This design comes from an exercise in tuning for small area, a short achievable clock period and few clock cycles on the open sky130 flow, not from production work. RTL that was checked went through simulation tests only; none was proved equivalent to the original. For run 1, only the layout was checked, not whether the RTL still works. Power is estimated from default activity; no workload was simulated.

===== flow/flow/run.sh =====
#!/bin/bash
# Own layout flow: the standard ORFS flow (standard.sh, unchanged synthesis,
# floorplan, power grid and routing) with two changes: ports get plain buf_2
# buffers instead of the delay-cell buffers buffer_ports picks by default, and
# clock tree synthesis uses small clock buffers and inserts no dummy loads.
set -euo pipefail
export BUFFER_PORTS_ARGS="-buffer_cell sky130_fd_sc_hd__buf_2"
export CTS_ARGS="-sink_clustering_enable -repair_clock_nets -dont_use_dummy_load -buf_list {sky130_fd_sc_hd__clkbuf_4 sky130_fd_sc_hd__clkbuf_8}"
bash standard.sh > flow.log 2>&1

===== flow/standard.sh =====
#!/bin/bash
# synth_recipe.tcl (not shown) runs the flow's synth.tcl, then flattens the netlist and writes it again
# the make line also repeats each setting of config.mk as NAME=value (left out here)
make -C /OpenROAD-flow-scripts/flow DESIGN_CONFIG=/design/flow/config.mk WORK_HOME=/design/flow/orfs CLKGATE_MAP_FILE= SYNTH_SCRIPT=/design/flow/synth_recipe.tcl "${@:-finish}"

===== flow/config.mk =====
export PLATFORM = sky130hd
export DESIGN_NAME = bnn_conv_engine
export DESIGN_NICKNAME = bnn_conv_engine
export VERILOG_FILES = /design/flow/design.v
export SDC_FILE = /design/flow/constraint.sdc
export NUM_CORES = 4
export LEC_CHECK = 0
export CAP_MARGIN = 20
export CORE_MARGIN = 2
export CORE_UTILIZATION = 40
export SETUP_SLACK_MARGIN = 4.0
export SLEW_MARGIN = 20

===== flow/constraint.sdc =====
create_clock -name core_clock -period 6.0 [get_ports {clk}]
set_input_delay 1.2000 -clock core_clock [delete_from_list [all_inputs] [get_ports {clk}]]
set_output_delay 1.2000 -clock core_clock [all_outputs]
set_load 0.01 [all_outputs]

===== flow/design.v =====
package bnn_pkg;
    localparam logic [2:0] ST_IDLE = 3'd0;
    localparam logic [2:0] ST_HDR  = 3'd1;
    localparam logic [2:0] ST_F0   = 3'd2;
    localparam logic [2:0] ST_F1   = 3'd3;
    localparam logic [2:0] ST_F2   = 3'd4;
    localparam logic [2:0] ST_CONV = 3'd5;
    localparam logic [2:0] ST_FIN1 = 3'd6;
    localparam logic [2:0] ST_FIN  = 3'd7;
    localparam logic [1:0] NX_ROW = 2'd0;    
    localparam logic [1:0] NX_IMG = 2'd1;    
    localparam logic [1:0] NX_END = 2'd2;    
    localparam int MIN_N = 3;
    localparam int POP_W = 4;
    localparam int WIN_W = 9;
    localparam int OUT_W = 14;    
    localparam logic [15:0] END_MARK_DEF = 16'h00FF;
endpackage
import bnn_pkg::*;
module bnn_row_pop
#(
    parameter int DATA_W = 16
) (
    input  logic [DATA_W-1:0] row_n2,
    input  logic [DATA_W-1:0] row_n1,
    input  logic [DATA_W-1:0] row_n,
    input  logic [WIN_W-1:0]  weight,
    output logic [OUT_W-1:0]  pop_s0,     
    output logic [OUT_W-1:0]  pop_c1a,    
    output logic [OUT_W-1:0]  pop_s1b,    
    output logic [OUT_W-1:0]  pop_c2      
);
    always_comb begin
        logic [WIN_W-1:0] win;
        logic [2:0]       s, c;
        for (int j = 0; j < OUT_W; j++) begin
            win = {row_n[j +: 3], row_n1[j +: 3], row_n2[j +: 3]} ~^ weight;
            for (int r = 0; r < 3; r++) begin
                s[r] = win[3*r] ^ win[3*r+1] ^ win[3*r+2];
                c[r] = (win[3*r] & win[3*r+1]) | (win[3*r] & win[3*r+2]) | (win[3*r+1] & win[3*r+2]);
            end
            pop_s0[j]  = s[0] ^ s[1] ^ s[2];
            pop_c1a[j] = (s[0] & s[1]) | (s[0] & s[2]) | (s[1] & s[2]);
            pop_s1b[j] = c[0] ^ c[1] ^ c[2];
            pop_c2[j]  = (c[0] & c[1]) | (c[0] & c[2]) | (c[1] & c[2]);
        end
    end
endmodule
module bnn_row_conv (
    input  logic [OUT_W-1:0]  pop_s0,
    input  logic [OUT_W-1:0]  pop_c1a,
    input  logic [OUT_W-1:0]  pop_s1b,
    input  logic [OUT_W-1:0]  pop_c2,
    input  logic [POP_W-1:0]  thresh,
    output logic [OUT_W-1:0]  out_row
);
    always_comb begin
        logic [POP_W-1:0] pop, gt, eq;
        for (int j = 0; j < OUT_W; j++) begin
            pop[0] = pop_s0[j];
            pop[1] = pop_c1a[j] ^ pop_s1b[j];
            pop[2] = pop_c2[j] ^ (pop_c1a[j] & pop_s1b[j]);
            pop[3] = pop_c2[j] & pop_c1a[j] & pop_s1b[j];
            gt = pop & ~thresh;
            eq = pop | ~thresh;
            out_row[j] = gt[3] | (eq[3] & (gt[2] | (eq[2] & (gt[1] | (eq[1] & gt[0])))));
        end
    end
endmodule
import bnn_pkg::*;
module bnn_conv_engine
#(
    parameter int                DATA_W   = 16,
    parameter int                ADDR_W   = 12,
    parameter int                NUM_FILT = 4,
    parameter logic [DATA_W-1:0] END_MARK = DATA_W'(END_MARK_DEF)
) (
    input  logic              clk,
    input  logic              reset,
    input  logic              run,
    input  logic [3:0]        cfg_thresh,
    output logic              busy,
    output logic              done,
    output logic              err,
    output logic [ADDR_W-1:0] dut_sram_read_address,
    input  logic [DATA_W-1:0] sram_dut_read_data,
    output logic [ADDR_W-1:0] dut_sram_write_address,
    output logic [DATA_W-1:0] dut_sram_write_data,
    output logic              wr_enable,
    output logic [ADDR_W-1:0] dut_wmem_read_address,
    input  logic [DATA_W-1:0] wmem_dut_read_data
);
    logic [2:0]         state_q;
    logic [1:0]         next_q;          
    logic               busy_q, done_q, err_q;
    logic [ADDR_W-1:0]  rd_addr_q;
    logic [1:0]         wm_addr_q;       
    logic [3:0]         rows_left_q;     
    logic [3:0]         ncol_q;          
    logic [POP_W-1:0]   thresh_q;
    logic [DATA_W-1:0]  row_n2_q, row_n1_q, row_n_q;
    logic [WIN_W-1:0]   weight_q;
    logic               pop_vld_q;       
    logic [OUT_W-1:0]   pop_s0_q, pop_c1a_q, pop_s1b_q, pop_c2_q;
    logic               wr_en_q;
    logic [ADDR_W-1:0]  wr_addr_q;
    logic [OUT_W-1:0]   wr_data_q;
    logic [DATA_W-1:0]  rdata;
    logic               hdr_end, hdr_bad;
    logic               conv, ph2, ph3, last_row, shift;
    logic [OUT_W-1:0]   pop_s0, pop_c1a, pop_s1b, pop_c2;
    logic [OUT_W-1:0]   conv_row;
    logic [OUT_W-1:0]   col_mask;
    logic               unused_wbits;
    assign rdata        = sram_dut_read_data;
    assign hdr_end      = (rdata == END_MARK);
    assign hdr_bad      = (rdata < DATA_W'(MIN_N)) || (rdata > DATA_W'(DATA_W));
    assign unused_wbits = ^wmem_dut_read_data[DATA_W-1:WIN_W];
    assign conv     = (state_q == ST_CONV);
    assign ph2      = conv && (wm_addr_q == 2'd0);
    assign ph3      = conv && (wm_addr_q == 2'd1);
    assign last_row = (rows_left_q == 4'd1);
    assign shift    = (state_q == ST_F0) || (state_q == ST_F1) || (state_q == ST_F2) || ph3;
    bnn_row_pop #(.DATA_W(DATA_W)) u_row_pop (
        .row_n2  (row_n2_q),
        .row_n1  (row_n1_q),
        .row_n   (row_n_q),
        .weight  (weight_q),
        .pop_s0  (pop_s0),
        .pop_c1a (pop_c1a),
        .pop_s1b (pop_s1b),
        .pop_c2  (pop_c2)
    );
    bnn_row_conv u_row_conv (
        .pop_s0  (pop_s0_q),
        .pop_c1a (pop_c1a_q),
        .pop_s1b (pop_s1b_q),
        .pop_c2  (pop_c2_q),
        .thresh  (thresh_q),
        .out_row (conv_row)
    );
    always_comb begin
        for (int j = 0; j < OUT_W; j++) col_mask[j] = (4'(j) < ncol_q);
    end
    always_ff @(posedge clk) begin
        if (reset) begin
            state_q   <= ST_IDLE;
            busy_q    <= 1'b0;
            done_q    <= 1'b0;
            err_q     <= 1'b0;
            rd_addr_q <= '0;
            wm_addr_q <= '0;
            pop_vld_q <= 1'b0;
            wr_en_q   <= 1'b0;
        end else begin
            done_q    <= 1'b0;
            pop_vld_q <= conv;
            wr_en_q   <= pop_vld_q;
            wm_addr_q <= '0;
            case (state_q)
                ST_IDLE: begin
                    busy_q    <= 1'b0;
                    rd_addr_q <= '0;
                    if (run) begin
                        busy_q    <= 1'b1;
                        err_q     <= 1'b0;
                        rd_addr_q <= ADDR_W'(1);
                        state_q   <= ST_HDR;
                    end
                end
                ST_HDR: begin
                    if (hdr_end || hdr_bad) begin
                        err_q   <= !hdr_end;
                        done_q  <= 1'b1;
                        state_q <= ST_IDLE;
                    end else begin
                        rd_addr_q <= rd_addr_q + ADDR_W'(1);
                        state_q   <= ST_F0;
                    end
                end
                ST_F0: begin
                    rd_addr_q <= rd_addr_q + ADDR_W'(1);
                    state_q   <= ST_F1;
                end
                ST_F1: begin
                    rd_addr_q <= rd_addr_q + ADDR_W'(1);
                    wm_addr_q <= 2'd1;
                    state_q   <= ST_F2;
                end
                ST_F2: begin
                    wm_addr_q <= 2'd2;
                    state_q   <= ST_CONV;
                end
                ST_CONV: begin
                    wm_addr_q <= wm_addr_q + 2'd1;
                    if (last_row ? (wm_addr_q != 2'd2) : ph3)
                        rd_addr_q <= rd_addr_q + ADDR_W'(1);
                    if (ph2) err_q <= hdr_bad && !hdr_end;
                    if (ph3) begin
                        case (next_q)
                            NX_IMG: begin
                                wm_addr_q <= 2'd0;
                                state_q   <= ST_F1;
                            end
                            NX_END:  state_q <= ST_FIN1;
                            default: ;
                        endcase
                    end
                end
                ST_FIN1: state_q <= ST_FIN;
                ST_FIN: begin
                    done_q  <= 1'b1;
                    state_q <= ST_IDLE;
                end
                default: state_q <= ST_IDLE;
            endcase
        end
    end
    always_ff @(posedge clk) begin
        if (state_q == ST_IDLE && run) thresh_q <= cfg_thresh;
        if (ph2) begin
            if (!last_row)              next_q <= NX_ROW;
            else if (hdr_end || hdr_bad) next_q <= NX_END;
            else                        next_q <= NX_IMG;
        end
        if (state_q == ST_HDR || (ph2 && last_row)) rows_left_q <= 4'(rdata - DATA_W'(2));
        else if (ph2)                               rows_left_q <= rows_left_q - 4'd1;
        if (state_q == ST_F1) ncol_q <= rows_left_q;
        if (shift) begin
            row_n2_q <= row_n1_q;
            row_n1_q <= row_n_q;
            row_n_q  <= rdata;
        end
        weight_q  <= wmem_dut_read_data[WIN_W-1:0];
        pop_s0_q  <= pop_s0;
        pop_c1a_q <= pop_c1a;
        pop_s1b_q <= pop_s1b;
        pop_c2_q  <= pop_c2;
        wr_data_q <= conv_row & col_mask;
        if (state_q == ST_IDLE) wr_addr_q <= '0;
        else if (wr_en_q) wr_addr_q <= wr_addr_q + ADDR_W'(1);
    end
    assign busy                   = busy_q;
    assign done                   = done_q;
    assign err                    = err_q;
    assign dut_sram_read_address  = rd_addr_q;
    assign dut_wmem_read_address  = ADDR_W'(wm_addr_q);
    assign dut_sram_write_address = wr_addr_q;
    assign dut_sram_write_data    = DATA_W'(wr_data_q);
    assign wr_enable              = wr_en_q;
endmodule

==> results of run 1 <==
==> critical path, stage by stage <==
cell and delay [ns]:
sky130_fd_sc_hd__buf_8 0.10, sky130_fd_sc_hd__or4b_4 0.56, sky130_fd_sc_hd__o22ai_4 0.26, sky130_fd_sc_hd__a21boi_4 0.11
sky130_fd_sc_hd__or4_4 0.49, sky130_fd_sc_hd__mux2i_1 0.13
==> stage by stage <==
step / total power [mW] / worst slack [ns] / instances / instance area, um2
final: 2.59 / 3.48 / 1259 / 11100
after global routing: 2.76 / 3.50 / 1259 / 11100
after floorplan: 1.82 / 3.28 / 862 / 9670
after detailed placement: 1.97 / 2.73 / 1209 / 10200
after global placement: 1.94 / 2.76 / 1209 / 10200
after CTS: 2.61 / 3.54 / 1249 / 10900
==> final cells by class <==
class                      instances  area (um2)  area share [%]
sequential                       175        4210            37.9
clock buffer                      17         234            2.10
inverter                          75         285            2.56
multi-input combinational        563        5110            45.9
timing repair buffer             110         885            7.95
tap                              319         399            3.59
==> per-layer routing <==
metal | global-route usage (%) | share of wire [%]
met2 | 25.8 | 46
met5 | 0 | 0
met3 | 4.44 | 4.9
met4 | 4.46 | 1.0
met1 | 23.2 | 48
==> cells in the mapped netlist, types with 8 or more instances <==
cell                        instances
sky130_fd_sc_hd__nand2_1           38
sky130_fd_sc_hd__ha_1              22
sky130_fd_sc_hd__maj3_1            19
sky130_fd_sc_hd__nand4_1            9
sky130_fd_sc_hd__clkbuf_1          29
sky130_fd_sc_hd__xor2_1            95
sky130_fd_sc_hd__dfxtp_1          113
sky130_fd_sc_hd__and3_1            20
sky130_fd_sc_hd__xnor2_1           45
sky130_fd_sc_hd__edfxtp_1          62
sky130_fd_sc_hd__nand3_1           15
sky130_fd_sc_hd__o21ai_0           32
sky130_fd_sc_hd__nor2_1            35
sky130_fd_sc_hd__mux2_2            10
sky130_fd_sc_hd__mux2i_1            8
sky130_fd_sc_hd__inv_1             75
sky130_fd_sc_hd__a211oi_1           8
sky130_fd_sc_hd__fa_1              70
sky130_fd_sc_hd__a21oi_1           36
sky130_fd_sc_hd__o2bb2ai_1          9
sky130_fd_sc_hd__buf_4             13
sky130_fd_sc_hd__nor2b_1           16
==> power by group <==
| part | total [mW] | internal (mW) | switching, mW |
|---|---|---|---|
| Sequential | 1.43 | 1.35 | 0.0826 |
| Clock | 0.622 | 0.251 | 0.372 |
| Combinational | 0.534 | 0.264 | 0.271 |
==> worst min path at each step <==
stage,end,depth (start not counted)
6_report,wr_en_q,1
4_1_cts,wr_en_q,1
3_5_place_dp,wr_en_q,1
3_3_place_gp,wr_en_q,1
5_1_grt,wr_en_q,1
2_1_floorplan,wr_en_q,1
==> state kept, by name (all words and copies together), names as in the netlist, 14 cells and up <==
signal     flops
row_n1_q      16
row_n_q       16
pop_s1b_q     14
pop_s0_q      14
row_n2_q      16
wr_data_q     14
pop_c2_q      14
pop_c1a_q     14
==> cell families after synthesis <==
| kind of cell | count (synthesis) | synth area share [%] |
|---|---|---|
| xor gates and xnor gates | 140 | 12.9 |
| AOI/OAI and AO/OA | 117 | 7.94 |
| other | 1 | 0.0393 |
| muxes | 18 | 2.02 |
| and+or+nand+nor | 165 | 8.95 |
| DFF | 175 | 43.2 |
| adders and majority gates | 111 | 19.6 |
| buffers and inverters | 124 | 5.40 |
==> what timing repair did <==
action | in CTS | in global routing
gates resized for setup | 95 | 27
cloned | 1 | 0
pin swaps | 11 | 9
setup endpoints to repair | 175 | 81
setup buffers | 22 | 10
==> impl_results.html, run 1 <==
<table>
<tr><th>Metric</th><th>Value</th></tr>
<tr><th colspan="2">Synthesis</th></tr>
<tr><td>Async set-reset flop share out of synthesis</td><td>0%</td></tr>
<tr><td>Distinct cell type count of the synthesized netlist</td><td>58</td></tr>
<tr><td>Number of flip-flops and latches in the synthesized netlist</td><td>175</td></tr>
<tr><td>Top post-synthesis cells by area</td><td>sky130_fd_sc_hd__dfxtp_1 (24%), sky130_fd_sc_hd__edfxtp_1 (20%), sky130_fd_sc_hd__fa_1 (15%), sky130_fd_sc_hd__xor2_1 (8.7%), sky130_fd_sc_hd__xnor2_1 (4.1%)</td></tr>
<tr><td>Synth Warn #</td><td>3</td></tr>
<tr><td>Primary flip-flop cell chosen by synthesis mapping</td><td>sky130_fd_sc_hd__dfxtp_1</td></tr>
<tr><td>Share of Yosys cell area claimed by the top area cell type</td><td>23.7%</td></tr>
<tr><td>Count of flip-flops with a built-in enable after synthesis</td><td>62</td></tr>
<tr><td>Mean post-synth cell area</td><td>11.2 um2</td></tr>
<tr><td>Cells after synthesis</td><td>851</td></tr>
<tr><td>Top cell type by total area after synthesis</td><td>sky130_fd_sc_hd__dfxtp_1</td></tr>
<tr><td>Sequential cell area fraction in the yosys report</td><td>43.2%</td></tr>
<tr><td>Mapped cell area</td><td>9540 um2</td></tr>
<tr><th colspan="2">STA</th></tr>
<tr><td>Unrepaired setup endpoints after global routing</td><td>true</td></tr>
<tr><td>Number of hold-slack violations in the final timing report</td><td>0</td></tr>
<tr><td>Worst hold slack</td><td>0.446 ns</td></tr>
<tr><td>Final period demand of the worst path</td><td>2.52 ns</td></tr>
<tr><td>Crit share post-route</td><td>42.0%</td></tr>
<tr><td>Final setup TNS</td><td>0 ns</td></tr>
<tr><td>Number of setup violations in the final report</td><td>0</td></tr>
<tr><td>Pins over their slew limit</td><td>0</td></tr>
<tr><td>Rel. slew slack</td><td>56.8%</td></tr>
<tr><td>Max Fclk</td><td>397 MHz</td></tr>
<tr><td>Largest clock skew in the final design</td><td>0.0234 ns</td></tr>
<tr><td>Slew @ Worst Pin</td><td>0.647 ns</td></tr>
<tr><th colspan="2">Power and ir drop</th></tr>
<tr><td>Cell Pwr Density</td><td>232 nW/um2</td></tr>
<tr><td>Standby leakage power</td><td>4.45 nW</td></tr>
<tr><td>Worst supply voltage drop on vdd</td><td>0.123 mV</td></tr>
<tr><th colspan="2">GRT</th></tr>
<tr><td>Vias in the first global route</td><td>6153</td></tr>
<tr><td>Wire length of the first global-routing pass</td><td>32200 um</td></tr>
<tr><td>Total congestion overflow</td><td>0</td></tr>
<tr><td>Pin count of the biggest net entering global routing</td><td>49</td></tr>
<tr><td>Number of antenna violations at the first check in global routing</td><td>0</td></tr>
<tr><td>GR Util All Layers</td><td>16.6%</td></tr>
<tr><th colspan="2">Detailed routing</th></tr>
<tr><td>Wirelength per Cell</td><td>15.5 um</td></tr>
<tr><td>Vias per Instance</td><td>4.78</td></tr>
<tr><td>Drt first-iter violations</td><td>227</td></tr>
<tr><td>Vias after detailed routing</td><td>6021</td></tr>
<tr><td>Final Routed Wirelength</td><td>19600 um</td></tr>
<tr><td>Drc violations</td><td>0</td></tr>
<tr><td>Number of antenna-violating nets in the routed design</td><td>0</td></tr>
<tr><td>First-pass iteration count of the detailed router</td><td>4</td></tr>
<tr><th colspan="2">Setup path</th></tr>
<tr><td>Crit Path Class</td><td>input port to flop</td></tr>
<tr><td>Worst-case reg-to-reg path depth</td><td>6</td></tr>
<tr><td>Worst setup SP type</td><td>input port</td></tr>
<tr><td>Worst setup path endpoint</td><td>rd_addr_q[8]</td></tr>
<tr><td>Maximum fanout encountered on the critical timing path</td><td>5</td></tr>
<tr><td>Startpoint of the worst setup timing path</td><td>sram_dut_read_data[2]</td></tr>
<tr><td>Worst EP arrival</td><td>2.85 ns</td></tr>
<tr><td>Kind of end point of the critical path</td><td>flop</td></tr>
<tr><td>Endpoint of the most critical register-to-register path</td><td>rd_addr_q[11]</td></tr>
<tr><td>Worst flop-to-flop path startpoint</td><td>rows_left_q[0]</td></tr>
<tr><td>Worst reg2reg setup slack</td><td>3.78 ns</td></tr>
<tr><td>Required time of the critical path</td><td>6.33 ns</td></tr>
<tr><th colspan="2">CTS</th></tr>
<tr><td>Sink count of the clock tree</td><td>175</td></tr>
<tr><td>Root buffer cell</td><td>sky130_fd_sc_hd__clkbuf_8</td></tr>
<tr><td>Max Root-Sink Buffers</td><td>2</td></tr>
<tr><td>Post-CTS Hold Buffers</td><td>0</td></tr>
<tr><td>Clock slew at the register clock pins of the worst setup and hold paths</td><td>0.07 ns</td></tr>
<tr><td>Cts bufs inserted</td><td>17</td></tr>
<tr><td>Depth of the CTS H-tree</td><td>4</td></tr>
<tr><td>CTS tree</td><td>done</td></tr>
<tr><td>Clock latency reported for the late side of the worst-skew pair</td><td>0.46 ns</td></tr>
<tr><th colspan="2">Die</th></tr>
<tr><td>Die area</td><td>25100 um2</td></tr>
<tr><td>Die span in x</td><td>158 um</td></tr>
<tr><td>Floorplan die height</td><td>158 um</td></tr>
<tr><td>Starting density of the core</td><td>40.6%</td></tr>
<tr><td>Standard-cell rows</td><td>56</td></tr>
<tr><td>Area inside the core boundary</td><td>23500 um2</td></tr>
<tr><td>IO Count</td><td>95</td></tr>
<tr><th colspan="2">Finish</th></tr>
<tr><td>Share of final-layout standard cells stronger than drive strength 1</td><td>22.7%</td></tr>
<tr><td>Layout net count</td><td>1073</td></tr>
<tr><td>Filler cell count in the final layout</td><td>2158</td></tr>
<tr><td>Core Util, Final</td><td>47.4%</td></tr>
<tr><td>Most frequent standard cell in the layout excluding fill and tap cells</td><td>sky130_fd_sc_hd__xor2_1</td></tr>
<tr><td>Antenna diode count</td><td>0</td></tr>
<tr><td>Relative area change from synthesis to final layout</td><td>16.7%</td></tr>
<tr><td>Highest-count cells in the layout ignoring fill and taps</td><td>sky130_fd_sc_hd__xor2_1 (95), sky130_fd_sc_hd__inv_1 (74), sky130_fd_sc_hd__dfxtp_1 (73)</td></tr>
<tr><th colspan="2">Flow run</th></tr>
<tr><td>Max-cap check violation count</td><td>0</td></tr>
<tr><th colspan="2">Placement</th></tr>
<tr><td>HPWL Detailed</td><td>14100 um</td></tr>
<tr><td>GPL Wtd Cong</td><td>0.789</td></tr>
<tr><td>Number of port buffers</td><td>75</td></tr>
<tr><th colspan="2">Worst hold path</th></tr>
<tr><td>Class of the most critical hold timing path</td><td>flop to flop</td></tr>
<tr><td>Startpoint of the most critical hold path</td><td>pop_vld_q</td></tr>
<tr><th colspan="2">Status</th></tr>
<tr><td>Result of the run</td><td>timing/DRC/antenna clean</td></tr>
</table>
==> run 2, diff against run 1 <==
--- a/flow/design.v
+++ b/flow/design.v
@@ -56,5 +56,5 @@
 );
     always_comb begin
-        logic [POP_W-1:0] pop, gt, eq;
+        logic [POP_W-1:0] pop, gt, ge;
         for (int j = 0; j < OUT_W; j++) begin
             pop[0] = pop_s0[j];
@@ -63,6 +63,6 @@
             pop[3] = pop_c2[j] & pop_c1a[j] & pop_s1b[j];
             gt = pop & ~thresh;
-            eq = pop | ~thresh;
-            out_row[j] = gt[3] | (eq[3] & (gt[2] | (eq[2] & (gt[1] | (eq[1] & gt[0])))));
+            ge = pop | ~thresh;
+            out_row[j] = gt[3] | (ge[3] & (gt[2] | (ge[2] & (gt[1] | (ge[1] & gt[0])))));
         end
     end
@@ -94,8 +94,10 @@
     logic [1:0]         next_q;          
     logic               busy_q, done_q, err_q;
+    logic               hdr_term_q;      
+    logic               hdr_bad_q;       
     logic [ADDR_W-1:0]  rd_addr_q;
     logic [1:0]         wm_addr_q;       
     logic [3:0]         rows_left_q;     
-    logic [3:0]         ncol_q;          
+    logic [3:0]         n_q;             
     logic [POP_W-1:0]   thresh_q;
     logic [DATA_W-1:0]  row_n2_q, row_n1_q, row_n_q;
@@ -120,5 +122,5 @@
     assign ph2      = conv && (wm_addr_q == 2'd0);
     assign ph3      = conv && (wm_addr_q == 2'd1);
-    assign last_row = (rows_left_q == 4'd1);
+    assign last_row = (rows_left_q == 4'd3);
     assign shift    = (state_q == ST_F0) || (state_q == ST_F1) || (state_q == ST_F2) || ph3;
     bnn_row_pop #(.DATA_W(DATA_W)) u_row_pop (
@@ -141,5 +143,5 @@
     );
     always_comb begin
-        for (int j = 0; j < OUT_W; j++) col_mask[j] = (4'(j) < ncol_q);
+        for (int j = 0; j < OUT_W; j++) col_mask[j] = (n_q == 4'd0) || (4'(j + 2) < n_q);
     end
     always_ff @(posedge clk) begin
@@ -170,16 +172,16 @@
                 end
                 ST_HDR: begin
-                    if (hdr_end || hdr_bad) begin
-                        err_q   <= !hdr_end;
+                    rd_addr_q <= rd_addr_q + ADDR_W'(1);
+                    state_q   <= ST_F0;
+                end
+                ST_F0: begin
+                    rd_addr_q <= rd_addr_q + ADDR_W'(1);
+                    if (hdr_term_q) begin
+                        err_q   <= hdr_bad_q;
                         done_q  <= 1'b1;
                         state_q <= ST_IDLE;
                     end else begin
-                        rd_addr_q <= rd_addr_q + ADDR_W'(1);
-                        state_q   <= ST_F0;
+                        state_q <= ST_F1;
                     end
-                end
-                ST_F0: begin
-                    rd_addr_q <= rd_addr_q + ADDR_W'(1);
-                    state_q   <= ST_F1;
                 end
                 ST_F1: begin
@@ -196,5 +198,5 @@
                     if (last_row ? (wm_addr_q != 2'd2) : ph3)
                         rd_addr_q <= rd_addr_q + ADDR_W'(1);
-                    if (ph2) err_q <= hdr_bad && !hdr_end;
+                    if (ph2) err_q <= hdr_bad_q;
                     if (ph3) begin
                         case (next_q)
@@ -218,13 +220,15 @@
     end
     always_ff @(posedge clk) begin
+        hdr_term_q <= hdr_end || hdr_bad;
+        hdr_bad_q  <= hdr_bad && !hdr_end;
         if (state_q == ST_IDLE && run) thresh_q <= cfg_thresh;
         if (ph2) begin
-            if (!last_row)              next_q <= NX_ROW;
-            else if (hdr_end || hdr_bad) next_q <= NX_END;
-            else                        next_q <= NX_IMG;
-        end
-        if (state_q == ST_HDR || (ph2 && last_row)) rows_left_q <= 4'(rdata - DATA_W'(2));
+            if (!last_row)       next_q <= NX_ROW;
+            else if (hdr_term_q) next_q <= NX_END;
+            else                 next_q <= NX_IMG;
+        end
+        if (state_q == ST_HDR || (ph2 && last_row)) rows_left_q <= rdata[3:0];
         else if (ph2)                               rows_left_q <= rows_left_q - 4'd1;
-        if (state_q == ST_F1) ncol_q <= rows_left_q;
+        if (state_q == ST_F1) n_q <= rows_left_q;
         if (shift) begin
             row_n2_q <= row_n1_q;
==> impl_results.html, run 2 <==
<table>
<tr><th>Metric</th><th>Value</th></tr>
<tr><th colspan="2">STA</th></tr>
<tr><td>Pins over their slew limit</td><td>0 (unchanged)</td></tr>
<tr><td>Largest clock skew in the final design</td><td>0.0343 ns (was 0.0234 ns)</td></tr>
<tr><td>Slew @ Worst Pin</td><td>0.563 ns (was 0.647 ns)</td></tr>
<tr><td>Final period demand of the worst path</td><td>2.15 ns (was 2.52 ns)</td></tr>
<tr><td>Crit share post-route</td><td>35.9% (was 42.0%)</td></tr>
<tr><td>Unrepaired setup endpoints after global routing</td><td>true (unchanged)</td></tr>
<tr><td>Number of setup violations in the final report</td><td>0 (unchanged)</td></tr>
<tr><td>Number of hold-slack violations in the final timing report</td><td>0 (unchanged)</td></tr>
<tr><td>Final setup TNS</td><td>0 ns (unchanged)</td></tr>
<tr><td>Max Fclk</td><td>465 MHz (was 397 MHz)</td></tr>
<tr><td>Rel. slew slack</td><td>62.5% (was 56.8%)</td></tr>
<tr><th colspan="2">Finish</th></tr>
<tr><td>Most frequent standard cell in the layout excluding fill and tap cells</td><td>sky130_fd_sc_hd__xor2_1 (unchanged)</td></tr>
<tr><td>Antenna diode count</td><td>0 (unchanged)</td></tr>
<tr><td>Highest-count cells in the layout ignoring fill and taps</td><td>sky130_fd_sc_hd__xor2_1 (94), sky130_fd_sc_hd__inv_1 (82), sky130_fd_sc_hd__fa_1 (70), sky130_fd_sc_hd__dfxtp_1 (70), sky130_fd_sc_hd__edfxtp_1 (62) (was sky130_fd_sc_hd__xor2_1 (95), sky130_fd_sc_hd__inv_1 (74), sky130_fd_sc_hd__dfxtp_1 (73))</td></tr>
<tr><td>Cell Count, Final, Fillers Out</td><td>1323 (was 1259)</td></tr>
<tr><td>Share of final-layout standard cells stronger than drive strength 1</td><td>21.5% (was 22.7%)</td></tr>
<tr><td>Core Util, Final</td><td>47.2% (was 47.4%)</td></tr>
<tr><td>Filler cell count in the final layout</td><td>2257 (was 2158)</td></tr>
<tr><td>Post-route cell area</td><td>11400 um2 (was 11100 um2)</td></tr>
<tr><td>Layout net count</td><td>1131 (was 1073)</td></tr>
<tr><td>Relative area change from synthesis to final layout</td><td>16.0% (was 16.7%)</td></tr>
<tr><td>Registers with the most flip-flops</td><td>row_n1_q (16), row_n2_q (16), row_n_q (16) (unchanged)</td></tr>
<tr><th colspan="2">CTS</th></tr>
<tr><td>Sink count of the clock tree</td><td>177 (was 175)</td></tr>
<tr><td>Clock latency reported for the late side of the worst-skew pair</td><td>0.46 ns (about the same)</td></tr>
<tr><td>Root buffer cell</td><td>sky130_fd_sc_hd__clkbuf_8 (unchanged)</td></tr>
<tr><td>Post-CTS Hold Buffers</td><td>0 (unchanged)</td></tr>
<tr><td>Clock slew at the register clock pins of the worst setup and hold paths</td><td>0.10 ns (was 0.07 ns)</td></tr>
<tr><td>Cts bufs inserted</td><td>17 (unchanged)</td></tr>
<tr><td>Depth of the CTS H-tree</td><td>4 (unchanged)</td></tr>
<tr><td>Max Root-Sink Buffers</td><td>2 (unchanged)</td></tr>
<tr><td>CTS tree</td><td>done (unchanged)</td></tr>
<tr><th colspan="2">Synthesis</th></tr>
<tr><td>XOR/XNOR share of the synthesized area</td><td>12.5% (was 12.9%)</td></tr>
<tr><td>Cells after synthesis</td><td>905 (was 851)</td></tr>
<tr><td>Mapped cell area</td><td>9860 um2 (was 9540 um2)</td></tr>
<tr><td>Share of Yosys cell area claimed by the top area cell type</td><td>23.3% (was 23.7%)</td></tr>
<tr><td>Largest family of logic cells by synthesized area</td><td>adder cells (unchanged)</td></tr>
<tr><td>Compound-Gate Fraction of Synth Area</td><td>10.5% (was 7.94%)</td></tr>
<tr><td>Number of flip-flops and latches in the synthesized netlist</td><td>177 (was 175)</td></tr>
<tr><td>Async set-reset flop share out of synthesis</td><td>0% (unchanged)</td></tr>
<tr><td>Adder-Cell Fraction of Synth Area</td><td>17.7% (was 19.6%)</td></tr>
<tr><td>Synth Warn #</td><td>3 (unchanged)</td></tr>
<tr><td>Top post-synthesis cells by area</td><td>sky130_fd_sc_hd__dfxtp_1 (23%), sky130_fd_sc_hd__edfxtp_1 (19%), sky130_fd_sc_hd__fa_1 (14%), sky130_fd_sc_hd__xor2_1 (8.3%), sky130_fd_sc_hd__xnor2_1 (4.2%) (was sky130_fd_sc_hd__dfxtp_1 (24%), sky130_fd_sc_hd__edfxtp_1 (20%), sky130_fd_sc_hd__fa_1 (15%), sky130_fd_sc_hd__xor2_1 (8.7%), sky130_fd_sc_hd__xnor2_1 (4.1%))</td></tr>
<tr><td>Primary flip-flop cell chosen by synthesis mapping</td><td>sky130_fd_sc_hd__dfxtp_1 (unchanged)</td></tr>
<tr><td>Distinct cell type count of the synthesized netlist</td><td>65 (was 58)</td></tr>
<tr><td>Basic-gate share of the synthesized area counting and, or, nand and nor cells</td><td>10.5% (was 8.95%)</td></tr>
<tr><td>Top cell type by total area after synthesis</td><td>sky130_fd_sc_hd__dfxtp_1 (unchanged)</td></tr>
<tr><td>Sequential cell area fraction in the yosys report</td><td>42.2% (was 43.2%)</td></tr>
<tr><td>Mean post-synth cell area</td><td>10.9 um2 (was 11.2 um2)</td></tr>
<tr><td>Most repeated cell in the gate-level netlist after synthesis</td><td>sky130_fd_sc_hd__dfxtp_1 (unchanged)</td></tr>
<tr><td>Count of flip-flops with a built-in enable after synthesis</td><td>62 (unchanged)</td></tr>
<tr><td>Multiplexer share of the synthesized area</td><td>0.634% (was 2.02%)</td></tr>
<tr><td>Synth top cells by count</td><td>sky130_fd_sc_hd__dfxtp_1 (115), sky130_fd_sc_hd__xor2_1 (94), sky130_fd_sc_hd__inv_1 (82) (was sky130_fd_sc_hd__dfxtp_1 (113), sky130_fd_sc_hd__xor2_1 (95), sky130_fd_sc_hd__inv_1 (75))</td></tr>
<tr><th colspan="2">Placement</th></tr>
<tr><td>GPL Wtd Cong</td><td>0.816 (was 0.789)</td></tr>
<tr><td>Placed instance area</td><td>10500 um2 (was 10200 um2)</td></tr>
<tr><td>Number of port buffers</td><td>75 (unchanged)</td></tr>
<tr><td>Number of instances in the placed design</td><td>1264 (was 1209)</td></tr>
<tr><td>HPWL Detailed</td><td>14800 um (was 14100 um)</td></tr>
<tr><th colspan="2">Flow run</th></tr>
<tr><td>Max-cap check violation count</td><td>0 (unchanged)</td></tr>
<tr><th colspan="2">Detailed routing</th></tr>
<tr><td>Wirelength per Cell</td><td>15.3 um (was 15.5 um)</td></tr>
<tr><td>First-pass iteration count of the detailed router</td><td>4 (unchanged)</td></tr>
<tr><td>Vias after detailed routing</td><td>6409 (was 6021)</td></tr>
<tr><td>Final Routed Wirelength</td><td>20200 um (was 19600 um)</td></tr>
<tr><td>Vias per Instance</td><td>4.84 (was 4.78)</td></tr>
<tr><td>Drc violations</td><td>0 (unchanged)</td></tr>
<tr><td>Drt first-iter violations</td><td>179 (was 227)</td></tr>
<tr><td>Number of antenna-violating nets in the routed design</td><td>0 (unchanged)</td></tr>
<tr><th colspan="2">Setup path</th></tr>
<tr><td>Highest cell delay on the worst timing path</td><td>0.37 ns (was 0.56 ns)</td></tr>
<tr><td>Cells traversed along the worst timing path</td><td>buf_6 (was buf_8, or4b_4, o22ai_4, a21boi_4, or4_4, mux2i_1)</td></tr>
<tr><td>Worst setup SP type</td><td>flop (was input port)</td></tr>
<tr><td>Cell with the largest stage delay on the worst path</td><td>sky130_fd_sc_hd__dfxtp_4 (was sky130_fd_sc_hd__or4b_4)</td></tr>
<tr><td>Maximum fanout encountered on the critical timing path</td><td>4 (was 5)</td></tr>
<tr><td>Worst EP arrival</td><td>0.95 ns (was 2.85 ns)</td></tr>
<tr><td>Kind of end point of the critical path</td><td>output port (was flop)</td></tr>
<tr><td>Crit Path Class</td><td>flop to output port (was input port to flop)</td></tr>
<tr><td>Required time of the critical path</td><td>4.80 ns (was 6.33 ns)</td></tr>
<tr><td>CP Buf/Inv Count</td><td>1 (unchanged)</td></tr>
<tr><td>Cell family contributing the most delay on the critical path</td><td>flip-flops (was simple AND/OR/NAND/NOR gates)</td></tr>
<tr><th colspan="2">Power and ir drop</th></tr>
<tr><td>Cell Pwr Density</td><td>259 nW/um2 (was 232 nW/um2)</td></tr>
<tr><td>Worst supply voltage drop on vdd</td><td>0.109 mV (was 0.123 mV)</td></tr>
<tr><td>Standby leakage power</td><td>4.59 nW (was 4.45 nW)</td></tr>
<tr><th colspan="2">GRT</th></tr>
<tr><td>Pin count of the biggest net entering global routing</td><td>49 (unchanged)</td></tr>
<tr><td>GR Util All Layers</td><td>16.3% (was 16.6%)</td></tr>
<tr><td>Wire length of the first global-routing pass</td><td>33600 um (was 32200 um)</td></tr>
<tr><td>Vias in the first global route</td><td>6580 (was 6153)</td></tr>
<tr><td>Number of antenna violations at the first check in global routing</td><td>2 (was 0)</td></tr>
<tr><td>Total congestion overflow</td><td>0 (unchanged)</td></tr>
<tr><th colspan="2">Die</th></tr>
<tr><td>Standard-cell rows</td><td>57 (was 56)</td></tr>
<tr><td>Starting density of the core</td><td>40.7% (was 40.6%)</td></tr>
<tr><td>Floorplan die height</td><td>161 um (was 158 um)</td></tr>
<tr><td>Die span in x</td><td>161 um (was 158 um)</td></tr>
<tr><td>Die area</td><td>25900 um2 (was 25100 um2)</td></tr>
<tr><td>IO Count</td><td>95 (unchanged)</td></tr>
<tr><td>Area inside the core boundary</td><td>24200 um2 (was 23500 um2)</td></tr>
<tr><th colspan="2">Worst hold path</th></tr>
<tr><td>Class of the most critical hold timing path</td><td>flop to flop (unchanged)</td></tr>
<tr><th colspan="2">Status</th></tr>
<tr><td>Result of the run</td><td>timing/DRC/antenna clean (unchanged)</td></tr>
</table>
==> run 2: cell count changes after synthesis, moves of 8 or more <==
cell,previous run,this run
sky130_fd_sc_hd__nand2b_1,5,25
sky130_fd_sc_hd__mux2_2,10,2
sky130_fd_sc_hd__o22ai_1,1,10
sky130_fd_sc_hd__maj3_1,19,8
==> run 2: logic make-up (layout without fill, tap and decap cells) <==
kind of cell,after synthesis,count (layout)
adder cells (fa/ha/maj),99,99
multiplexers,6,6
buffers and inverters,138,221
flip-flops,177,177
AO/OA/AOI/OAI,152,152
AND/OR/NAND/NOR,191,191
XOR/XNOR,141,141
other,1,12
==> run 2: timing repair <==
action	4_1_cts	5_1_grt
hold endpoints to repair	0	0
endpoints found under the setup margin	159	121
pin swaps	1	14
setup buffers	28	14
gates resized for setup	81	37
==> run 2: area by class of cell <==
class	count	area (um2)	share of cell area [%]
Multi-Input combinational cell	601	5270	46.1
Clock buffer	17	234	2.05
Inverter	84	317	2.77
Timing Repair Buffer	120	942	8.24
Tap cell	324	405	3.55
Sequential cell	177	4260	37.3
==> run 2: through the flow <==
stage / hold WS, ns / worst slack [ns] / total power, mW
after floorplan: 0.414 / 3.98 / 2.13
after global placement: 0.427 / 3.65 / 2.30
after detailed placement: 0.428 / 3.62 / 2.34
after CTS: 0.430 / 3.71 / 2.99
after global routing: 0.449 / 3.81 / 3.19
final: 0.430 / 3.85 / 2.96
==> run 2: final timing paths <==
| kind | from | endpoint | slack (ns) | cells past startpoint |
|---|---|---|---|---|
| worst min register to register | pop_vld_q | wr_en_q | 0.43 | 1 |
| worst max register to register | rows_left_q[1] | rd_addr_q[6] | 4.06 | 5 |
| worst min-delay path | pop_vld_q | wr_en_q | 0.43 | 1 |
| worst max-delay path | rd_addr_q[10] | dut_sram_read_address[10] | 3.85 | 1 |
==> run 2: layer usage <==
| metal | vias up | global-route usage [%] | routed length (um) |
|---|---|---|---|
| li1 | 3210 | - | - |
| met1 | 3045 | 21.8 | 9410 |
| met2 | 122 | 26.4 | 9560 |
| met3 | 28 | 3.31 | 840 |
| met4 | 4 | 5.88 | 417 |
| met5 | - | 0 | 25 |
==> run 2: report_power, final <==
group          internal (mW)  total [mW]  leakage (nW)  switching [mW]
clock network          0.251       0.627         0.122           0.376
registers               1.42        1.54          1.54           0.119
logic                  0.367       0.791          2.93           0.424
Testbench counts of run 2, summed over its fixed seeds: cycles 8,908.
==> run 3, diff against run 2 <==
--- a/flow/config.mk
+++ b/flow/config.mk
@@ -9,4 +9,4 @@
 export CORE_MARGIN = 2
 export CORE_UTILIZATION = 40
-export SETUP_SLACK_MARGIN = 4.0
+export SETUP_SLACK_MARGIN = 3.7
 export SLEW_MARGIN = 20
==> impl_results.html, run 3 <==
<table>
<tr><th>Metric</th><th>Value</th></tr>
<tr><th colspan="2">Finish</th></tr>
<tr><td>Sequential cell area in the final layout</td><td>4190 um2 (was 4260 um2)</td></tr>
<tr><td>Layout net count</td><td>1089 (was 1131)</td></tr>
<tr><td>Registers with the most flip-flops</td><td>row_n1_q (16), row_n2_q (16), row_n_q (16) (unchanged)</td></tr>
<tr><td>Area of the multi-input gates</td><td>5180 um2 (was 5270 um2)</td></tr>
<tr><td>Relative area change from synthesis to final layout</td><td>8.75% (was 16.0%)</td></tr>
<tr><td>Antenna diode count</td><td>0 (unchanged)</td></tr>
<tr><td>Post-route cell area</td><td>10700 um2 (was 11400 um2)</td></tr>
<tr><td>Highest-count cells in the layout ignoring fill and taps</td><td>sky130_fd_sc_hd__dfxtp_1 (97), sky130_fd_sc_hd__xor2_1 (94), sky130_fd_sc_hd__inv_1 (82) (was sky130_fd_sc_hd__xor2_1 (94), sky130_fd_sc_hd__inv_1 (82), sky130_fd_sc_hd__fa_1 (70), sky130_fd_sc_hd__dfxtp_1 (70), sky130_fd_sc_hd__edfxtp_1 (62))</td></tr>
<tr><td>Most frequent standard cell in the layout excluding fill and tap cells</td><td>sky130_fd_sc_hd__dfxtp_1 (was sky130_fd_sc_hd__xor2_1)</td></tr>
<tr><td>Share of final-layout standard cells stronger than drive strength 1</td><td>13.7% (was 21.5%)</td></tr>
<tr><td>Filler cell count in the final layout</td><td>2329 (was 2257)</td></tr>
<tr><th colspan="2">STA</th></tr>
<tr><td>Slew @ Worst Pin</td><td>0.844 ns (was 0.563 ns)</td></tr>
<tr><td>Crit share post-route</td><td>37.3% (was 35.9%)</td></tr>
<tr><td>Max Fclk</td><td>447 MHz (was 465 MHz)</td></tr>
<tr><td>Largest clock skew in the final design</td><td>0.0391 ns (was 0.0343 ns)</td></tr>
<tr><td>Pins over their slew limit</td><td>0 (unchanged)</td></tr>
<tr><td>Unrepaired setup endpoints after global routing</td><td>false (was true)</td></tr>
<tr><td>Rel. slew slack</td><td>43.7% (was 62.5%)</td></tr>
<tr><td>Final period demand of the worst path</td><td>2.24 ns (was 2.15 ns)</td></tr>
<tr><td>Number of setup violations in the final report</td><td>0 (unchanged)</td></tr>
<tr><td>Final setup TNS</td><td>0 ns (unchanged)</td></tr>
<tr><td>Number of hold-slack violations in the final timing report</td><td>0 (unchanged)</td></tr>
<tr><th colspan="2">Setup path</th></tr>
<tr><td>Endpoint of the most critical register-to-register path</td><td>pop_s0_q[12] (was rd_addr_q[6])</td></tr>
<tr><td>Maximum fanout encountered on the critical timing path</td><td>14 (was 4)</td></tr>
<tr><td>CP Buf/Inv Count</td><td>0 (was 1)</td></tr>
<tr><td>Cells traversed along the worst timing path</td><td>xnor2_1, fa_1, fa_1 (was buf_6)</td></tr>
<tr><td>Worst reg2reg setup slack</td><td>3.76 ns (was 4.06 ns)</td></tr>
<tr><td>Kind of end point of the critical path</td><td>flop (was output port)</td></tr>
<tr><td>Crit Path Class</td><td>flop to flop (was flop to output port)</td></tr>
<tr><td>Cell repeated most along the worst path</td><td>sky130_fd_sc_hd__fa_1</td></tr>
<tr><td>Logic depth of the worst path, buffers included</td><td>3 (was 1)</td></tr>
<tr><td>Cell family contributing the most delay on the critical path</td><td>adder cells (was flip-flops)</td></tr>
<tr><td>Required time of the critical path</td><td>6.31 ns (was 4.80 ns)</td></tr>
<tr><td>Cell with the largest stage delay on the worst path</td><td>sky130_fd_sc_hd__dfxtp_1 (was sky130_fd_sc_hd__dfxtp_4)</td></tr>
<tr><td>Worst setup SP type</td><td>flop (unchanged)</td></tr>
<tr><td>Worst-case reg-to-reg path depth</td><td>3 (was 5)</td></tr>
<tr><td>Worst flop-to-flop path startpoint</td><td>weight_q[2] (was rows_left_q[1])</td></tr>
<tr><td>Worst EP arrival</td><td>2.54 ns (was 0.95 ns)</td></tr>
<tr><td>Highest cell delay on the worst timing path</td><td>0.87 ns (was 0.37 ns)</td></tr>
<tr><th colspan="2">CTS</th></tr>
<tr><td>Clock latency reported for the late side of the worst-skew pair</td><td>0.46 ns (about the same)</td></tr>
<tr><td>Depth of the CTS H-tree</td><td>4 (unchanged)</td></tr>
<tr><td>Clock slew at the register clock pins of the worst setup and hold paths</td><td>0.08 ns (was 0.10 ns)</td></tr>
<tr><td>Max Root-Sink Buffers</td><td>2 (unchanged)</td></tr>
<tr><td>Cts bufs inserted</td><td>17 (unchanged)</td></tr>
<tr><td>CTS tree</td><td>done (unchanged)</td></tr>
<tr><td>Setup repair bufs after CTS</td><td>0 (was 28)</td></tr>
<tr><td>Root buffer cell</td><td>sky130_fd_sc_hd__clkbuf_8 (unchanged)</td></tr>
<tr><td>Sink count of the clock tree</td><td>177 (unchanged)</td></tr>
<tr><th colspan="2">Detailed routing</th></tr>
<tr><td>Vias after detailed routing</td><td>6148 (was 6409)</td></tr>
<tr><td>Vias per Instance</td><td>4.80 (was 4.84)</td></tr>
<tr><td>Number of antenna-violating nets in the routed design</td><td>0 (unchanged)</td></tr>
<tr><td>First-pass iteration count of the detailed router</td><td>4 (unchanged)</td></tr>
<tr><td>Drc violations</td><td>0 (unchanged)</td></tr>
<tr><td>Wirelength per Cell</td><td>15.0 um (was 15.3 um)</td></tr>
<tr><td>Drt first-iter violations</td><td>300 (was 179)</td></tr>
<tr><td>Final Routed Wirelength</td><td>19300 um (was 20200 um)</td></tr>
<tr><th colspan="2">Flow run</th></tr>
<tr><td>Max-cap check violation count</td><td>0 (unchanged)</td></tr>
<tr><th colspan="2">Synthesis</th></tr>
<tr><td>Top post-synthesis cells by area</td><td>sky130_fd_sc_hd__dfxtp_1 (23%), sky130_fd_sc_hd__edfxtp_1 (19%), sky130_fd_sc_hd__fa_1 (14%), sky130_fd_sc_hd__xor2_1 (8.3%), sky130_fd_sc_hd__xnor2_1 (4.2%) (unchanged)</td></tr>
<tr><td>Most repeated cell in the gate-level netlist after synthesis</td><td>sky130_fd_sc_hd__dfxtp_1 (unchanged)</td></tr>
<tr><td>Count of flip-flops with a built-in enable after synthesis</td><td>62 (unchanged)</td></tr>
<tr><td>Mapped cell area</td><td>9860 um2 (unchanged)</td></tr>
<tr><td>Distinct cell type count of the synthesized netlist</td><td>65 (unchanged)</td></tr>
<tr><td>Synth Warn #</td><td>3 (unchanged)</td></tr>
<tr><td>Mean post-synth cell area</td><td>10.9 um2 (unchanged)</td></tr>
<tr><td>Top cell type by total area after synthesis</td><td>sky130_fd_sc_hd__dfxtp_1 (unchanged)</td></tr>
<tr><td>Share of Yosys cell area claimed by the top area cell type</td><td>23.3% (unchanged)</td></tr>
<tr><td>Async set-reset flop share out of synthesis</td><td>0% (unchanged)</td></tr>
<tr><td>Cells after synthesis</td><td>905 (unchanged)</td></tr>
<tr><td>Synth top cells by count</td><td>sky130_fd_sc_hd__dfxtp_1 (115), sky130_fd_sc_hd__xor2_1 (94), sky130_fd_sc_hd__inv_1 (82) (unchanged)</td></tr>
<tr><td>Number of flip-flops and latches in the synthesized netlist</td><td>177 (unchanged)</td></tr>
<tr><td>Sequential cell area fraction in the yosys report</td><td>42.2% (unchanged)</td></tr>
<tr><td>Primary flip-flop cell chosen by synthesis mapping</td><td>sky130_fd_sc_hd__dfxtp_1 (unchanged)</td></tr>
<tr><th colspan="2">Power and ir drop</th></tr>
<tr><td>Worst supply voltage drop on vdd</td><td>0.119 mV (was 0.109 mV)</td></tr>
<tr><td>Cell Pwr Density</td><td>273 nW/um2 (was 259 nW/um2)</td></tr>
<tr><td>Post-route total power</td><td>2.93 mW (was 2.96 mW)</td></tr>
<tr><td>Standby leakage power</td><td>4.32 nW (was 4.59 nW)</td></tr>
<tr><th colspan="2">Die</th></tr>
<tr><td>Die span in x</td><td>161 um (unchanged)</td></tr>
<tr><td>IO Count</td><td>95 (unchanged)</td></tr>
<tr><td>Standard-cell rows</td><td>57 (unchanged)</td></tr>
<tr><td>Starting density of the core</td><td>40.7% (unchanged)</td></tr>
<tr><td>Die area</td><td>25900 um2 (unchanged)</td></tr>
<tr><td>Area inside the core boundary</td><td>24200 um2 (unchanged)</td></tr>
<tr><td>Floorplan die height</td><td>161 um (unchanged)</td></tr>
<tr><th colspan="2">GRT</th></tr>
<tr><td>Number of antenna violations at the first check in global routing</td><td>0 (was 2)</td></tr>
<tr><td>Pin count of the biggest net entering global routing</td><td>49 (unchanged)</td></tr>
<tr><td>Total congestion overflow</td><td>0 (unchanged)</td></tr>
<tr><td>GR Util All Layers</td><td>15.4% (was 16.3%)</td></tr>
<tr><td>Vias in the first global route</td><td>6228 (was 6580)</td></tr>
<tr><td>Wire length of the first global-routing pass</td><td>31800 um (was 33600 um)</td></tr>
<tr><th colspan="2">Placement</th></tr>
<tr><td>HPWL Detailed</td><td>14800 um (about the same)</td></tr>
<tr><td>GPL Wtd Cong</td><td>0.779 (was 0.816)</td></tr>
<tr><td>Placed instance area</td><td>10500 um2 (about the same)</td></tr>
<tr><td>Number of port buffers</td><td>75 (unchanged)</td></tr>
<tr><th colspan="2">Status</th></tr>
<tr><td>Result of the run</td><td>timing/DRC/antenna clean (unchanged)</td></tr>
<tr><th colspan="2">Worst hold path</th></tr>
<tr><td>Startpoint of the most critical hold path</td><td>row_n1_q[0] (was pop_vld_q)</td></tr>
<tr><td>Class of the most critical hold timing path</td><td>flop to flop (unchanged)</td></tr>
<tr><td>Number of cells on the worst hold path</td><td>0 (was 1)</td></tr>
<tr><td>WHS Endpoint</td><td>row_n2_q[0] (was wr_en_q)</td></tr>
</table>
## run 3: worst max path at each step
stage / from / to / slack [ns]
2_1_floorplan: weight_q[0] / pop_s0_q[0] / 3.73
3_3_place_gp: reset / rd_addr_q[6] / 3.50
3_5_place_dp: reset / rd_addr_q[6] / 3.50
4_1_cts: wr_addr_q[0] / dut_sram_write_address[0] / 3.71
5_1_grt: rd_addr_q[4] / dut_sram_read_address[4] / 3.70
6_report: weight_q[2] / pop_s0_q[12] / 3.76
## run 3: per-layer routing
metal / track usage (%) / vias up / wire, um / part of all wire [%]
li1: - / 3129 / - / -
met1: 22.0 / 2914 / 9880 / 51
met2: 23.8 / 89 / 8640 / 45
met3: 2.98 / 16 / 539 / 2.8
met4: 4.91 / 0 / 195 / 1.0
met5: 0 / - / 0 / 0
## run 3: logic make-up after synthesis
| kind of cell | share of synthesized area [%] |
|---|---|
| and+or+nand+nor | 10.5 |
| adders and majority gates | 17.7 |
| muxes | 0.634 |
| xor gates and xnor gates | 12.5 |
| buffers and inverters | 5.85 |
| DFF | 42.2 |
| other | 0.0380 |
| AOI/OAI and AO/OA | 10.5 |
## run 3: report_power, final
part	internal, mW	switching [mW]	leakage (nW)
combinational	0.352	0.420	2.67
sequential	1.42	0.119	1.53
clock	0.251	0.364	0.122
## run 3: repair_timing
item / CTS / global route
cloned: 0 / 0
endpoints found under the setup margin: 54 / 21
gates resized for setup: 7 / 13
hold buffers: 0 / 0
## run 3: stage by stage
step                setup slack [ns]  instances  hold WS [ns]  utilization (%)
detailed placement              3.50       1264         0.436             43.1
global placement                3.50       1264         0.437             43.1
CTS                             3.71       1281         0.479             44.1
floorplan                       3.73        916         0.414                -
global route                    3.70       1281         0.489             44.2
finish                          3.76       1281         0.465             44.2
## run 3: cell type report
class / count / share of cell area (%)
inverters: 84 / 2.94
clock buffers: 17 / 2.18
well taps: 324 / 3.78
flip-flops and latches: 177 / 39.0
multi-input cells: 601 / 48.3
repair buffers: 78 / 3.71
==> run 4, diff against run 3 <==
==> flow/flow/run.sh (replaced) <==
#!/bin/bash
set -euo pipefail
export BUFFER_PORTS_ARGS="-buffer_cell sky130_fd_sc_hd__buf_2"
export CTS_ARGS="-sink_clustering_enable -repair_clock_nets -dont_use_dummy_load -buf_list {sky130_fd_sc_hd__clkbuf_16} -root_buf sky130_fd_sc_hd__clkbuf_16 -sink_clustering_size 50 -sink_clustering_max_diameter 400"
bash standard.sh > flow.log 2>&1
--- a/flow/config.mk
+++ b/flow/config.mk
@@ -9,4 +9,4 @@
 export CORE_MARGIN = 2
 export CORE_UTILIZATION = 40
-export SETUP_SLACK_MARGIN = 3.7
+export SETUP_SLACK_MARGIN = 3.8
 export SLEW_MARGIN = 20
==> impl_results.html, run 4 <==
<table>
<tr><th>Metric</th><th>Value</th></tr>
<tr><th colspan="2">Status</th></tr>
<tr><td>Result of the run</td><td>timing/DRC/antenna clean (unchanged)</td></tr>
<tr><th colspan="2">Setup path</th></tr>
<tr><td>Cells traversed along the worst timing path</td><td>buf_2 (was xnor2_1, fa_1, fa_1)</td></tr>
<tr><td>Kind of end point of the critical path</td><td>output port (was flop)</td></tr>
<tr><td>Cell with the largest stage delay on the worst path</td><td>sky130_fd_sc_hd__dfxtp_1 (unchanged)</td></tr>
<tr><td>Cell family contributing the most delay on the critical path</td><td>flip-flops (was adder cells)</td></tr>
<tr><td>Worst reg2reg setup slack</td><td>3.91 ns (was 3.76 ns)</td></tr>
<tr><td>Highest cell delay on the worst timing path</td><td>0.39 ns (was 0.87 ns)</td></tr>
<tr><td>Maximum fanout encountered on the critical timing path</td><td>4 (was 14)</td></tr>
<tr><td>Required time of the critical path</td><td>4.80 ns (was 6.31 ns)</td></tr>
<tr><td>Worst EP arrival</td><td>0.95 ns (was 2.54 ns)</td></tr>
<tr><td>Crit Path Class</td><td>flop to output port (was flop to flop)</td></tr>
<tr><td>Worst setup SP type</td><td>flop (unchanged)</td></tr>
<tr><td>CP Buf/Inv Count</td><td>1 (was 0)</td></tr>
<tr><th colspan="2">STA</th></tr>
<tr><td>Final setup TNS</td><td>0 ns (unchanged)</td></tr>
<tr><td>Rel. slew slack</td><td>59.2% (was 43.7%)</td></tr>
<tr><td>Number of hold-slack violations in the final timing report</td><td>0 (unchanged)</td></tr>
<tr><td>Max Fclk</td><td>465 MHz (was 447 MHz)</td></tr>
<tr><td>Worst hold slack</td><td>0.459 ns (was 0.465 ns)</td></tr>
<tr><td>Final worst slack</td><td>3.85 ns (was 3.76 ns)</td></tr>
<tr><td>Largest clock skew in the final design</td><td>0.0227 ns (was 0.0391 ns)</td></tr>
<tr><td>Slew @ Worst Pin</td><td>0.596 ns (was 0.844 ns)</td></tr>
<tr><td>Pins over their slew limit</td><td>0 (unchanged)</td></tr>
<tr><td>Unrepaired setup endpoints after global routing</td><td>false (unchanged)</td></tr>
<tr><td>Number of setup violations in the final report</td><td>0 (unchanged)</td></tr>
<tr><td>Final period demand of the worst path</td><td>2.15 ns (was 2.24 ns)</td></tr>
<tr><td>Crit share post-route</td><td>35.9% (was 37.3%)</td></tr>
<tr><th colspan="2">CTS</th></tr>
<tr><td>Clock slew at the register clock pins of the worst setup and hold paths</td><td>0.08 ns (about the same)</td></tr>
<tr><td>Depth of the CTS H-tree</td><td>4 (unchanged)</td></tr>
<tr><td>Cts bufs inserted</td><td>17 (unchanged)</td></tr>
<tr><td>Sink count of the clock tree</td><td>177 (unchanged)</td></tr>
<tr><td>Post-CTS Hold Buffers</td><td>0 (unchanged)</td></tr>
<tr><td>Max Root-Sink Buffers</td><td>2 (unchanged)</td></tr>
<tr><td>Root buffer cell</td><td>sky130_fd_sc_hd__clkbuf_16 (was sky130_fd_sc_hd__clkbuf_8)</td></tr>
<tr><td>Clock latency reported for the late side of the worst-skew pair</td><td>0.43 ns (was 0.46 ns)</td></tr>
<tr><td>CTS tree</td><td>done (unchanged)</td></tr>
<tr><th colspan="2">Placement</th></tr>
<tr><td>GPL Wtd Cong</td><td>0.807 (was 0.779)</td></tr>
<tr><td>Worst setup timing slack at the placement stage</td><td>3.50 ns (about the same)</td></tr>
<tr><td>Number of port buffers</td><td>75 (unchanged)</td></tr>
<tr><td>HPWL Detailed</td><td>14900 um (was 14800 um)</td></tr>
<tr><td>Number of instances in the placed design</td><td>1264 (unchanged)</td></tr>
<tr><th colspan="2">Finish</th></tr>
<tr><td>Share of final-layout standard cells stronger than drive strength 1</td><td>15.3% (was 13.7%)</td></tr>
<tr><td>Registers with the most flip-flops</td><td>row_n1_q (16), row_n2_q (16), row_n_q (16) (unchanged)</td></tr>
<tr><td>Relative area change from synthesis to final layout</td><td>11.0% (was 8.75%)</td></tr>
<tr><td>Highest-count cells in the layout ignoring fill and taps</td><td>sky130_fd_sc_hd__xor2_1 (94), sky130_fd_sc_hd__dfxtp_1 (83), sky130_fd_sc_hd__inv_1 (82) (was sky130_fd_sc_hd__dfxtp_1 (97), sky130_fd_sc_hd__xor2_1 (94), sky130_fd_sc_hd__inv_1 (82))</td></tr>
<tr><td>Filler cell count in the final layout</td><td>2335 (was 2329)</td></tr>
<tr><td>Cell Count, Final, Fillers Out</td><td>1282 (was 1281)</td></tr>
<tr><td>Most frequent standard cell in the layout excluding fill and tap cells</td><td>sky130_fd_sc_hd__xor2_1 (was sky130_fd_sc_hd__dfxtp_1)</td></tr>
<tr><td>Antenna diode count</td><td>0 (unchanged)</td></tr>
<tr><td>Layout net count</td><td>1090 (was 1089)</td></tr>
<tr><th colspan="2">Synthesis</th></tr>
<tr><td>Synth top cells by count</td><td>sky130_fd_sc_hd__dfxtp_1 (115), sky130_fd_sc_hd__xor2_1 (94), sky130_fd_sc_hd__inv_1 (82) (unchanged)</td></tr>
<tr><td>Top post-synthesis cells by area</td><td>sky130_fd_sc_hd__dfxtp_1 (23%), sky130_fd_sc_hd__edfxtp_1 (19%), sky130_fd_sc_hd__fa_1 (14%), sky130_fd_sc_hd__xor2_1 (8.3%), sky130_fd_sc_hd__xnor2_1 (4.2%) (unchanged)</td></tr>
<tr><td>Mapped cell area</td><td>9860 um2 (unchanged)</td></tr>
<tr><td>Sequential cell area fraction in the yosys report</td><td>42.2% (unchanged)</td></tr>
<tr><td>Cells after synthesis</td><td>905 (unchanged)</td></tr>
<tr><td>Most repeated cell in the gate-level netlist after synthesis</td><td>sky130_fd_sc_hd__dfxtp_1 (unchanged)</td></tr>
<tr><td>Primary flip-flop cell chosen by synthesis mapping</td><td>sky130_fd_sc_hd__dfxtp_1 (unchanged)</td></tr>
<tr><td>Share of Yosys cell area claimed by the top area cell type</td><td>23.3% (unchanged)</td></tr>
<tr><td>Number of flip-flops and latches in the synthesized netlist</td><td>177 (unchanged)</td></tr>
<tr><td>Distinct cell type count of the synthesized netlist</td><td>65 (unchanged)</td></tr>
<tr><td>Count of flip-flops with a built-in enable after synthesis</td><td>62 (unchanged)</td></tr>
<tr><td>Synth Warn #</td><td>3 (unchanged)</td></tr>
<tr><td>Async set-reset flop share out of synthesis</td><td>0% (unchanged)</td></tr>
<tr><td>Mean post-synth cell area</td><td>10.9 um2 (unchanged)</td></tr>
<tr><td>Top cell type by total area after synthesis</td><td>sky130_fd_sc_hd__dfxtp_1 (unchanged)</td></tr>
<tr><th colspan="2">Detailed routing</th></tr>
<tr><td>Vias after detailed routing</td><td>6240 (was 6148)</td></tr>
<tr><td>Vias per Instance</td><td>4.87 (was 4.80)</td></tr>
<tr><td>Drt first-iter violations</td><td>269 (was 300)</td></tr>
<tr><td>Final Routed Wirelength</td><td>19500 um (was 19300 um)</td></tr>
<tr><td>Wirelength per Cell</td><td>15.2 um (was 15.0 um)</td></tr>
<tr><td>First-pass iteration count of the detailed router</td><td>4 (unchanged)</td></tr>
<tr><td>Number of antenna-violating nets in the routed design</td><td>0 (unchanged)</td></tr>
<tr><td>Drc violations</td><td>0 (unchanged)</td></tr>
<tr><th colspan="2">Flow run</th></tr>
<tr><td>Max-cap check violation count</td><td>0 (unchanged)</td></tr>
<tr><th colspan="2">Power and ir drop</th></tr>
<tr><td>Power share of the sequential group</td><td>48.0% (was 52.7%)</td></tr>
<tr><td>Power dissipated by switching net loads</td><td>0.943 mW (was 0.903 mW)</td></tr>
<tr><td>Combinational power share</td><td>24.3% (was 26.3%)</td></tr>
<tr><td>Cell Pwr Density</td><td>294 nW/um2 (was 273 nW/um2)</td></tr>
<tr><td>Switching share of power</td><td>29.3% (was 30.8%)</td></tr>
<tr><td>Post-route total power</td><td>3.22 mW (was 2.93 mW)</td></tr>
<tr><td>Standby leakage power</td><td>4.42 nW (was 4.32 nW)</td></tr>
<tr><td>Internal power</td><td>2.27 mW (was 2.03 mW)</td></tr>
<tr><td>Worst supply voltage drop on vdd</td><td>0.168 mV (was 0.119 mV)</td></tr>
<tr><td>Share of total power in the clock network</td><td>27.7% (was 21.0%)</td></tr>
<tr><th colspan="2">GRT</th></tr>
<tr><td>Pin count of the biggest net entering global routing</td><td>49 (unchanged)</td></tr>
<tr><td>Wire length of the first global-routing pass</td><td>32600 um (was 31800 um)</td></tr>
<tr><td>GR Util All Layers</td><td>15.9% (was 15.4%)</td></tr>
<tr><td>Vias in the first global route</td><td>6282 (was 6228)</td></tr>
<tr><td>Number of antenna violations at the first check in global routing</td><td>0 (unchanged)</td></tr>
<tr><td>Total congestion overflow</td><td>0 (unchanged)</td></tr>
<tr><th colspan="2">Worst hold path</th></tr>
<tr><td>Class of the most critical hold timing path</td><td>flop to flop (unchanged)</td></tr>
<tr><th colspan="2">Die</th></tr>
<tr><td>Starting density of the core</td><td>40.7% (unchanged)</td></tr>
<tr><td>Floorplan die height</td><td>161 um (unchanged)</td></tr>
<tr><td>Area inside the core boundary</td><td>24200 um2 (unchanged)</td></tr>
<tr><td>Die area</td><td>25900 um2 (unchanged)</td></tr>
<tr><td>Standard-cell rows</td><td>57 (unchanged)</td></tr>
<tr><td>IO Count</td><td>95 (unchanged)</td></tr>
<tr><td>Die span in x</td><td>161 um (unchanged)</td></tr>
</table>
[run 4: cell counts after synthesis]
No cell type changed its count.
[run 4: timing repair]
| item | in CTS | in global routing |
|---|---|---|
| setup endpoints to repair | 112 | 19 |
| pin swaps | 0 | 0 |
| buffers inserted | 0 | 1 |
| resized for setup | 22 | 14 |
[run 4: metrics by stage]
step | cell area (um2) | utilization (%)
3_5_place_dp | 10500 | 43.1
3_3_place_gp | 10500 | 43.1
5_1_grt | 10900 | 45.1
6_report | 10900 | 45.1
4_1_cts | 10900 | 45.0
2_1_floorplan | 9920 | -
[run 4: kinds of logic after synthesis]
family                   after synthesis  share of synthesized area [%]
AO/OA/AOI/OAI                        152                           10.5
XOR/XNOR                             141                           12.5
adder cells (fa/ha/maj)               99                           17.7
buffers and inverters                138                           5.85
flip-flops                           177                           42.2
multiplexers                           6                          0.634
other                                  1                         0.0380
AND/OR/NAND/NOR                      191                           10.5
[run 4: path summary, 6_finish.rpt]
check / cells past startpoint / to / from
hold reg to reg: 1 / wr_en_q / pop_vld_q
setup reg to reg: 5 / rd_addr_q[6] / rows_left_q[0]
hold / removal: 1 / wr_en_q / pop_vld_q
setup / recovery: 1 / dut_sram_write_address[4] / wr_addr_q[4]
[run 4: metal layers]
metal	GRT usage, %	up-vias	wire, um
li1	-	3136	-
met1	22.3	2984	9540
met2	25.4	109	9100
met3	2.98	11	725
met4	4.10	0	166
met5	0	-	0
[run 4: power by group through the flow]
stage	Clock (mW)	Sequential [mW]	Combinational [mW]
after global routing	0.961	1.57	0.918
after floorplan	0	1.53	0.597
after detailed placement	0	1.57	0.781
after CTS	0.919	1.55	0.785
final	0.891	1.54	0.782
after global placement	0	1.56	0.749
[run 4: final cells by class]
class	count	area (um2)	share of cell area (%)
multi-input cells	601	5190	47.4
repair buffers	79	405	3.70
inverters	84	315	2.88
clock buffers	17	425	3.89
well taps	324	405	3.70
flip-flops and latches	177	4210	38.4

==> what the ideal ports hide <==
The flow's constraints put no driver on any port. The routed layouts listed below were extracted and timed again, unchanged, in two steps. Step 1 assumes that a clkbuf_16 drives the clock port and a buf_2 every other input. Step 2 also shifts input and output timing later by t, the mid clock arrival at the registers, as if the neighbouring blocks saw the same clock. a / b / c = ideal ports / drivers / drivers and shift; a / b = the first two.
run | t (ns) | slack for setup (ns) | cell pins on the clock port's net
run 1 | 0.492 | 3.479 / 3.479 / 2.987 | 1
run 2 | 0.484 | 3.848 / 3.807 / 3.636 | 1
run 3 | 0.483 | 3.764 / 3.739 / 3.529 | 1
run 4 | 0.460 | 3.848 / 3.802 / 3.513 | 1
After both steps setup and hold are still met in every run listed. For run 1, which loses most, drivers alone change the setup slack by 0.000 ns; drivers and shift together by -0.492 ns.
